What follows belongs to an exercise in optimizing a design on an open flow for a short achievable clock period and few clock cycles per item; a production flow would make more cautious choices.
At most, simulation tests tie the RTL to the original design; equivalence was not proved.
Power is estimated from default activity; no workload was simulated.

==> onyx: inputs <==
// fu_top
module fu_top (
    input  logic        clk,
    input  logic        rst,
    input  logic        valid_i,
    input  logic [3:0]  req_op_i,
    input  logic [31:0] req_src1_i,
    input  logic [31:0] req_src2_i,
    input  logic [31:0] req_store_data_i,
    input  logic [31:0] req_pc_i,
    input  logic [2:0]  req_br_kind_i,
    input  logic        req_pred_taken_i,
    input  logic [31:0] req_br_offset_i,
    input  logic [4:0]  req_dest_i,
    input  logic        req_gr_we_i,
    input  logic [1:0]  req_mem_op_i,
    output logic        ready_o,
    output logic        redirect_mispredict_o,
    output logic [31:0] redirect_target_o,
    output logic        mem_ce_o,
    output logic        mem_we_n_o,
    output logic [3:0]  mem_sel_n_o,
    output logic [31:0] mem_addr_o,
    output logic [31:0] mem_wdata_o,
    input  logic [31:0] mem_rdata_i,
    output logic        mem_ready_o,
    output logic        wb_valid_o,
    output logic [4:0]  wb_dest_o,
    output logic [31:0] wb_data_o
);
    localparam int WB_DEPTH = 28;    
    localparam int MQ_DEPTH = 10;    
    localparam int LQ_DEPTH = 3;     
    localparam int MEM_CYCLES = 6;
    logic        ready_q;    
    logic        ready_oq;   
    logic        ready_aq;   
    logic        v0;
    logic [3:0]  op0;
    logic [31:0] a0, b0, am0, bm0, sd0, pc0, off0;
    logic [2:0]  bk0;
    logic        pt0;
    logic [4:0]  dst0;
    logic        we0;
    logic [1:0]  mop0;
    always_ff @(posedge clk or posedge rst) begin
        if (rst) v0 <= 1'b0;
        else     v0 <= valid_i & ready_aq;
    end
    always_ff @(posedge clk) begin
        op0  <= req_op_i;
        a0   <= req_src1_i;
        b0   <= req_src2_i;
        am0  <= req_src1_i;
        bm0  <= req_src2_i;
        sd0  <= req_store_data_i;
        pc0  <= req_pc_i;
        bk0  <= req_br_kind_i;
  ...
export LEC_CHECK = 0
export ABC_CLOCK_PERIOD_IN_PS = 2500
export CAP_MARGIN = 20
export CORE_MARGIN = 2
export CORE_UTILIZATION = 55
export CTS_CLUSTER_DIAMETER = 80
export CTS_CLUSTER_SIZE = 30
export SETUP_SLACK_MARGIN = 5
export SLEW_MARGIN = 20
create_clock -name core_clock -period 8.5 [get_ports {clk}]
standard.sh (not shown) runs the stock make flow with config.mk's settings and CLKGATE_MAP_FILE= SYNTH_SCRIPT=/design/flow/synth_recipe.tcl, a recipe that flattens the netlist after the stock synthesis.
==> flow/flow/run.sh <==
#!/bin/bash
set -euo pipefail
EXTRA="SETUP_SLACK_MARGIN=$(cat flow/margin.txt)"
sed "s|\"\${@:-finish}\"|$EXTRA \"\${@:-finish}\"|" standard.sh > my_standard.sh
grep -q "$EXTRA" my_standard.sh
bash my_standard.sh > make_flow.log 2>&1
==> flow/flow/margin.txt <==
6
==> inputs of xenon, as changes to onyx <==
--- a/flow/design.v
+++ b/flow/design.v
@@ -375,56 +375,49 @@
     output logic [31:0] mem_addr_o,
     output logic [31:0] mem_wdata_o,
     input  logic [31:0] mem_rdata_i,
     output logic        mem_ready_o,
     output logic        wb_valid_o,
     output logic [4:0]  wb_dest_o,
     output logic [31:0] wb_data_o
 );
-    localparam int WB_DEPTH = 28;    
-    localparam int MQ_DEPTH = 10;    
+    localparam int WB_DEPTH = 24;    
+    localparam int MQ_DEPTH = 8;     
     localparam int LQ_DEPTH = 3;     
     localparam int MEM_CYCLES = 6;
-    logic        ready_q;    
-    logic        ready_oq;   
-    logic        ready_aq;   
+    logic        ready_q;
     logic        v0;
     logic [3:0]  op0;
     logic [31:0] a0, b0, am0, bm0, sd0, pc0, off0;
     logic [2:0]  bk0;
     logic        pt0;
     logic [4:0]  dst0;
     logic        we0;
     logic [1:0]  mop0;
     always_ff @(posedge clk or posedge rst) begin
         if (rst) v0 <= 1'b0;
-        else     v0 <= valid_i & ready_aq;
+        else     v0 <= valid_i & ready_q;
     end
     always_ff @(posedge clk) begin
         op0  <= req_op_i;
         a0   <= req_src1_i;
         b0   <= req_src2_i;
         am0  <= req_src1_i;
         bm0  <= req_src2_i;
         sd0  <= req_store_data_i;
         pc0  <= req_pc_i;
         bk0  <= req_br_kind_i;
         pt0  <= req_pred_taken_i;
         off0 <= req_br_offset_i;
         dst0 <= req_dest_i;
         we0  <= req_gr_we_i;
         mop0 <= req_mem_op_i;
     end
-    always_ff @(posedge clk or posedge rst) begin
-        if (rst) ready_oq <= 1'b0;
-        else     ready_oq <= ready_q;
-    end
-    always_ff @(posedge clk) ready_aq <= ready_q;
-    assign ready_o = ready_oq;
+    assign ready_o = ready_q;
     logic        v1;
     logic [3:0]  op1;
     logic [2:0]  bk1;
     logic        pt1;
     logic [4:0]  dst1;
     logic        wb1;        
     logic        mem1;       
     logic        ld1;        
@@ -452,33 +445,26 @@
             2'd2:    lg_c = a0 | b0;
             default: lg_c = a0 ^ b0;
         endcase
     end
     always_comb begin
         case (op0[1:0])
             2'd0:    sh_c = a0 << b0[4:0];
             2'd1:    sh_c = a0 >> b0[4:0];
-            default: sh_c = $signed(a0) >>> b0[4:0];
+            default: sh_c = $unsigned($signed(a0) >>> b0[4:0]);
         endcase
     end
     assign lo_addr = a0[1:0] + b0[1:0];
     always_comb begin
         case (mop0)
             2'd3:    seln_c = ~(4'b0001 << lo_addr);
             default: seln_c = 4'b0000;
         endcase
     end
-    logic [16:0] sum_h1_w, tpc_h1_w, trs_h1_w;
-    logic [17:0] dif_lo_w, dif_h1_w;
-    assign sum_h1_w = {a0[31:16], 1'b1} + {b0[31:16], 1'b1};
-    assign tpc_h1_w = {pc0[31:16], 1'b1} + {off0[31:16], 1'b1};
-    assign trs_h1_w = {a0[31:16], 1'b1} + {off0[31:16], 1'b1};
-    assign dif_lo_w = {1'b0, a0[15:0], 1'b1} + {1'b0, ~b0[15:0], 1'b1};
-    assign dif_h1_w = {1'b0, a0[31:16], 1'b1} + {1'b0, ~b0[31:16], 1'b1};
     always_ff @(posedge clk or posedge rst) begin
         if (rst) v1 <= 1'b0;
         else     v1 <= v0;
     end
     always_ff @(posedge clk) begin
         op1      <= op0;
         bk1      <= bk0;
         pt1      <= pt0;
@@ -486,70 +472,68 @@
         wb1      <= we0 && (mop0 != 2'd2) && (mop0 != 2'd3);
         mem1     <= (mop0 != 2'd0);
         ld1      <= (mop0 == 2'd1) && we0;
         wen1     <= (mop0 == 2'd1) || (mop0 == 2'd0);
         seln1    <= seln_c;
         wdata1   <= (mop0 == 2'd3) ? {4{sd0[7:0]}} : sd0;
         sum_lo1  <= {1'b0, a0[15:0]} + {1'b0, b0[15:0]};
         sum_h0_1 <= a0[31:16] + b0[31:16];
-        sum_h1_1 <= sum_h1_w[16:1];
-        dif_lo1  <= dif_lo_w[17:1];
+        sum_h1_1 <= a0[31:16] + b0[31:16] + 16'd1;
+        dif_lo1  <= {1'b0, a0[15:0]} + {1'b0, ~b0[15:0]} + 17'd1;
         dif_h0_1 <= {1'b0, a0[31:16]} + {1'b0, ~b0[31:16]};
-        dif_h1_1 <= dif_h1_w[17:1];
+        dif_h1_1 <= {1'b0, a0[31:16]} + {1'b0, ~b0[31:16]} + 17'd1;
         tpc_lo1  <= {1'b0, pc0[15:0]} + {1'b0, off0[15:0]};
         tpc_h0_1 <= pc0[31:16] + off0[31:16];
-        tpc_h1_1 <= tpc_h1_w[16:1];
+        tpc_h1_1 <= pc0[31:16] + off0[31:16] + 16'd1;
         trs_lo1  <= {1'b0, a0[15:0]} + {1'b0, off0[15:0]};
         trs_h0_1 <= a0[31:16] + off0[31:16];
-        trs_h1_1 <= trs_h1_w[16:1];
+        trs_h1_1 <= a0[31:16] + off0[31:16] + 16'd1;
         sgn1     <= a0[31] ^ b0[31];
         a31_1    <= a0[31];
         lg1      <= lg_c;
         sh1      <= sh_c;
         lui1     <= b0[19:0];
         eq1      <= (a0 == b0);
         pc4_1    <= pc0 + 32'd4;
         link1    <= (bk0 == 3'd2) || (bk0 == 3'd3);
         mul1     <= (op0 == 4'd12);
     end
     logic [31:0][31:0] pp;
     logic [21:0][31:0] mt1_a;
-    logic [14:0][31:0] mt1_c;
-    logic [14:0][31:0] mt1;
-    logic [9:0][31:0]  mt2_a;
-    logic [6:0][31:0]  mt2_b;
-    logic [4:0][31:0]  mt2_c;
-    logic [4:0][31:0]  mt2;
-    logic [3:0][31:0]  mt3_a;
-    logic [2:0][31:0]  mt3_b;
+    logic [14:0][31:0] mt1_b;
+    logic [9:0][31:0]  mt1_c;
+    logic [9:0][31:0]  mt1;
+    logic [6:0][31:0]  mt2_a;
+    logic [4:0][31:0]  mt2_b;
+    logic [3:0][31:0]  mt2_c;
+    logic [3:0][31:0]  mt2;
+    logic [2:0][31:0]  mt3_a;
     logic [1:0][31:0]  mt3_c;
     logic [1:0][31:0]  mt3;
     logic [16:0]       ml4;
     logic [15:0]       mh0_4, mh1_4;
-    logic [16:0]       mh1_w;
-    assign mh1_w = {mt3[0][31:16], 1'b1} + {mt3[1][31:16], 1'b1};
     always_comb begin
         for (int i = 0; i < 32; i++) pp[i] = bm0[i] ? (am0 << i) : 32'd0;
     end
     fu_csa_level #(.N_IN(32)) u_l1 (.rows_i(pp),    .rows_o(mt1_a));
-    fu_csa_level #(.N_IN(22)) u_l2 (.rows_i(mt1_a), .rows_o(mt1_c));
-    fu_csa_level #(.N_IN(15)) u_l3 (.rows_i(mt1),   .rows_o(mt2_a));
-    fu_csa_level #(.N_IN(10)) u_l4 (.rows_i(mt2_a), .rows_o(mt2_b));
-    fu_csa_level #(.N_IN(7))  u_l5 (.rows_i(mt2_b), .rows_o(mt2_c));
-    fu_csa_level #(.N_IN(5))  u_l6 (.rows_i(mt2),   .rows_o(mt3_a));
-    fu_csa_level #(.N_IN(4))  u_l7 (.rows_i(mt3_a), .rows_o(mt3_b));
-    fu_csa_level #(.N_IN(3))  u_l8 (.rows_i(mt3_b), .rows_o(mt3_c));
+    fu_csa_level #(.N_IN(22)) u_l2 (.rows_i(mt1_a), .rows_o(mt1_b));
+    fu_csa_level #(.N_IN(15)) u_l3 (.rows_i(mt1_b), .rows_o(mt1_c));
+    fu_csa_level #(.N_IN(10)) u_l4 (.rows_i(mt1),   .rows_o(mt2_a));
+    fu_csa_level #(.N_IN(7))  u_l5 (.rows_i(mt2_a), .rows_o(mt2_b));
+    fu_csa_level #(.N_IN(5))  u_l6 (.rows_i(mt2_b), .rows_o(mt2_c));
+    fu_csa_level #(.N_IN(4))  u_l7 (.rows_i(mt2),   .rows_o(mt3_a));
+    fu_csa_level #(.N_IN(3))  u_l8 (.rows_i(mt3_a), .rows_o(mt3_c));
     always_ff @(posedge clk) begin
         mt1   <= mt1_c;
         mt2   <= mt2_c;
         mt3   <= mt3_c;
         ml4   <= {1'b0, mt3[0][15:0]} + {1'b0, mt3[1][15:0]};
         mh0_4 <= mt3[0][31:16] + mt3[1][31:16];
-        mh1_4 <= mh1_w[16:1];
+        mh1_4 <= mt3[0][31:16] + mt3[1][31:16] + 16'd1;
     end
     logic        v2;
     logic        mul2;
     logic        wb2;
     logic        ld2;
     logic [4:0]  dst2;
     logic [31:0] res2;
     logic [31:0] res_c;
@@ -602,25 +586,18 @@
     always_ff @(posedge clk) begin
         mul2   <= mul1 && !link1;
         wb2    <= wb1;
         ld2    <= ld1;
         dst2   <= dst1;
         res2   <= res_c;
         rd_t_q <= !taken_c ? pc4_1 : (bk1 == 3'd3) ? trs_c : tpc_c;
     end
-    logic        rd_v_o;
-    logic [31:0] rd_t_o;
-    always_ff @(posedge clk or posedge rst) begin
-        if (rst) rd_v_o <= 1'b0;
-        else     rd_v_o <= rd_v_q;
-    end
-    always_ff @(posedge clk) rd_t_o <= rd_t_q;
-    assign redirect_mispredict_o = rd_v_o;
-    assign redirect_target_o     = rd_t_o;
+    assign redirect_mispredict_o = rd_v_q;
+    assign redirect_target_o     = rd_t_q;
     logic        v3, v4, v5;
     logic        mul3, mul4;
     logic        wb3, wb4, wb5;
     logic        ld3, ld4, ld5;
     logic [4:0]  dst3, dst4, dst5;
     logic [31:0] res3, res4, res5;
     always_ff @(posedge clk or posedge rst) begin
         if (rst) begin
@@ -650,43 +627,25 @@
         res5 <= mul4 ? {ml4[16] ? mh1_4 : mh0_4, ml4[15:0]} : res4;
     end
     logic        mq_push, mq_pop, mq_hv;
     logic [69:0] mq_head;    
     logic [69:0] mq_new;
     logic        mbyp;       
     assign mq_new  = {ld1, wen1, seln1, sum_c, wdata1};
     assign mq_push = v1 && mem1 && !mbyp;
-    logic [69:0]         mq_mem [MQ_DEPTH];
-    logic [MQ_DEPTH-1:0] mq_wp, mq_rp;       
-    logic [3:0]          mq_n;               
-    always_ff @(posedge clk or posedge rst) begin
-        if (rst) begin
-            mq_wp <= MQ_DEPTH'(1);
-            mq_rp <= MQ_DEPTH'(1);
-            mq_n  <= '0;
-            mq_hv <= 1'b0;
-        end else begin
-            if (mq_push) mq_wp <= {mq_wp[MQ_DEPTH-2:0], mq_wp[MQ_DEPTH-1]};
-            if (mq_pop)  mq_rp <= {mq_rp[MQ_DEPTH-2:0], mq_rp[MQ_DEPTH-1]};
-            mq_n  <= mq_n + 4'(mq_push) - 4'(mq_pop);
-            mq_hv <= (mq_n + 4'(mq_push) - 4'(mq_pop)) != 4'd0;
-        end
-    end
-    for (genvar i = 0; i < MQ_DEPTH; i++) begin : g_mq
-        always_ff @(posedge clk) begin
-            if (mq_push && mq_wp[i]) mq_mem[i] <= mq_new;
-        end
-    end
-    always_comb begin
-        mq_head = '0;
-        for (int i = 0; i < MQ_DEPTH; i++) begin
-            if (mq_rp[i]) mq_head = mq_head | mq_mem[i];
-        end
-    end
+    fu_shift_fifo #(.W(70), .D(MQ_DEPTH)) u_mq (
+        .clk     (clk),
+        .rst     (rst),
+        .push_i  (mq_push),
+        .data_i  (mq_new),
+        .pop_i   (mq_pop),
+        .valid_o (mq_hv),
+        .data_o  (mq_head)
+    );
     logic        mce_q, mrdy_q, mld_q;
     logic [2:0]  mcnt_q;
     logic        mwen_q;
     logic [3:0]  mseln_q;
     logic [31:0] maddr_q, mwdata_q;
     logic        mfree;
     logic [2:0]  lcred_q;      
     logic        lq_pop;
@@ -717,48 +676,38 @@
     logic [69:0] mreq_new;
     logic        mwen_h;
     logic [3:0]  mseln_h;
     logic [31:0] maddr_h, mwdata_h;
     assign mreq_new = mq_hv ? mq_head : mq_new;
     always_ff @(posedge clk) begin
         if (mstart) {mld_q, mwen_h, mseln_h, maddr_h, mwdata_h} <= mreq_new;
     end
-    logic mce_o, mrdy_o, mld_o;
     always_ff @(posedge clk) begin
-        {mwen_q, mseln_q, maddr_q, mwdata_q} <= {mwen_h, mseln_h, maddr_h, mwdata_h};
-        mld_o <= mld_q;
-    end
-    always_ff @(posedge clk or posedge rst) begin
-        if (rst) begin
-            mce_o  <= 1'b0;
-            mrdy_o <= 1'b0;
-        end else begin
-            mce_o  <= mce_q;
-            mrdy_o <= mrdy_q;
-        end
+        {mwen_q, mseln_q, maddr_q, mwdata_q} <= mstart ? mreq_new[68:0]
+                                                       : {mwen_h, mseln_h, maddr_h, mwdata_h};
     end
     always_ff @(posedge clk or posedge rst) begin
         if (rst) lcred_q <= '0;
         else     lcred_q <= lcred_q + 3'(mstart && (mq_hv ? mq_head[69] : ld1)) - 3'(lq_pop);
     end
-    assign mem_ce_o    = mce_o;
+    assign mem_ce_o    = mce_q;
     assign mem_we_n_o  = mwen_q;
     assign mem_sel_n_o = mseln_q;
     assign mem_addr_o  = maddr_q;
     assign mem_wdata_o = mwdata_q;
-    assign mem_ready_o = mrdy_o;
+    assign mem_ready_o = mrdy_q;
     logic [31:0] rdata_q;
     logic        lpush_q;
     logic        lq_hv;
     logic [31:0] lq_head;
     always_ff @(posedge clk) rdata_q <= mem_rdata_i;
     always_ff @(posedge clk or posedge rst) begin
         if (rst) lpush_q <= 1'b0;
-        else     lpush_q <= mrdy_o && mld_o;
+        else     lpush_q <= mrdy_q && mld_q;
     end
     fu_shift_fifo #(.W(32), .D(LQ_DEPTH)) u_lq (
         .clk     (clk),
         .rst     (rst),
         .push_i  (lpush_q),
         .data_i  (rdata_q),
         .pop_i   (lq_pop),
         .valid_o (lq_hv),
@@ -798,17 +747,17 @@
         if (rst) begin
             wcred_q <= '0;
             mcred_q <= '0;
             ready_q <= 1'b0;
         end else begin
             wcred_q <= wcred_q + 6'(v0 && we0 && (mop0 != 2'd2) && (mop0 != 2'd3))
                                - 6'(wq_pop);
             mcred_q <= mcred_q + 4'(v0 && (mop0 != 2'd0)) - 4'(mstart);
-            ready_q <= (wcred_q <= 6'(WB_DEPTH - 4)) && (mcred_q <= 4'(MQ_DEPTH - 4));
+            ready_q <= (wcred_q <= 6'(WB_DEPTH - 3)) && (mcred_q <= 4'(MQ_DEPTH - 3));
         end
     end
 endmodule
 module fu_shift_fifo #(
     parameter int W = 32,
     parameter int D = 4
 ) (
     input  logic         clk,
==> comparison <==
Against onyx, the total power of xenon is larger by 17%.
Area after synthesis: xenon is smaller than onyx (8.3%).
Against xenon, the combinational power of onyx is smaller by about 40%.
Against onyx, the non-clock buffer count of xenon is higher by 564.
Global-route usage: onyx is lower than xenon (2.7 points).
Of xenon and onyx, onyx has the higher flip-flop and latch count (gap 443).
In xenon the clock-buffer cell count is lower than in onyx, by 14.
==> figures <==
	xenon	onyx
Result of the run	timing/DRC/antenna clean	timing/DRC/antenna clean
Post-Synthesis Net Count	13300	13000
Leakage power	0.0622 uW	0.0587 uW
Post-Route Hold Slack	0.319 ns	0.310 ns
Synthesized instance count	12300	12000
Final Critical Period	3.19 ns	3.16 ns
Number of inverters outside the clock class in the layout	536	428
Routed length on met3	50.3 mm	27.7 mm
Final standard cell count with taps included and fillers excluded	16000	15400
Share of the cycle needed by the critical path after routing	37.6%	37.2%
Total power of the final layout	53900 uW	46200 uW
Combinational share of power	42.4%	29.8%
Sequential cell count	2912	3355
Area of the core region	219000 um^2	238000 um^2
Multi-input logic portion of the cell area	40.2%	34.9%
Testbench counts of onyx, summed over its fixed seeds: cycles 7,123, insns 4,800.
For xenon, only the layout was checked, not whether the RTL still works.

-- port drivers added, routing unchanged --
The results above use ideal ports. As a check the final layouts listed here were re-extracted and re-timed, cells and wires unchanged. Step 1 assumes that a clkbuf_16 drives the clock port and a buf_2 every other input. Step 2, shift: input delay + t, output delay - t, t = (earliest + latest rising clock arrival at the registers) / 2. This alone moves slack from input paths to output paths. Three values: no drivers, after step 1, after step 2; two values: the first two.
| run | t (ns) | setup WS [ns] | clock arrival spread, ns |
|---|---|---|---|
| onyx | 0.934 | 5.338 / 5.232 / 5.518 | 0.056 / 0.057 |
| xenon | 0.941 | 5.307 / 5.208 / 5.425 | 0.058 / 0.058 |
After both steps every run listed still meets setup and hold. Setup slack includes reset recovery checks.
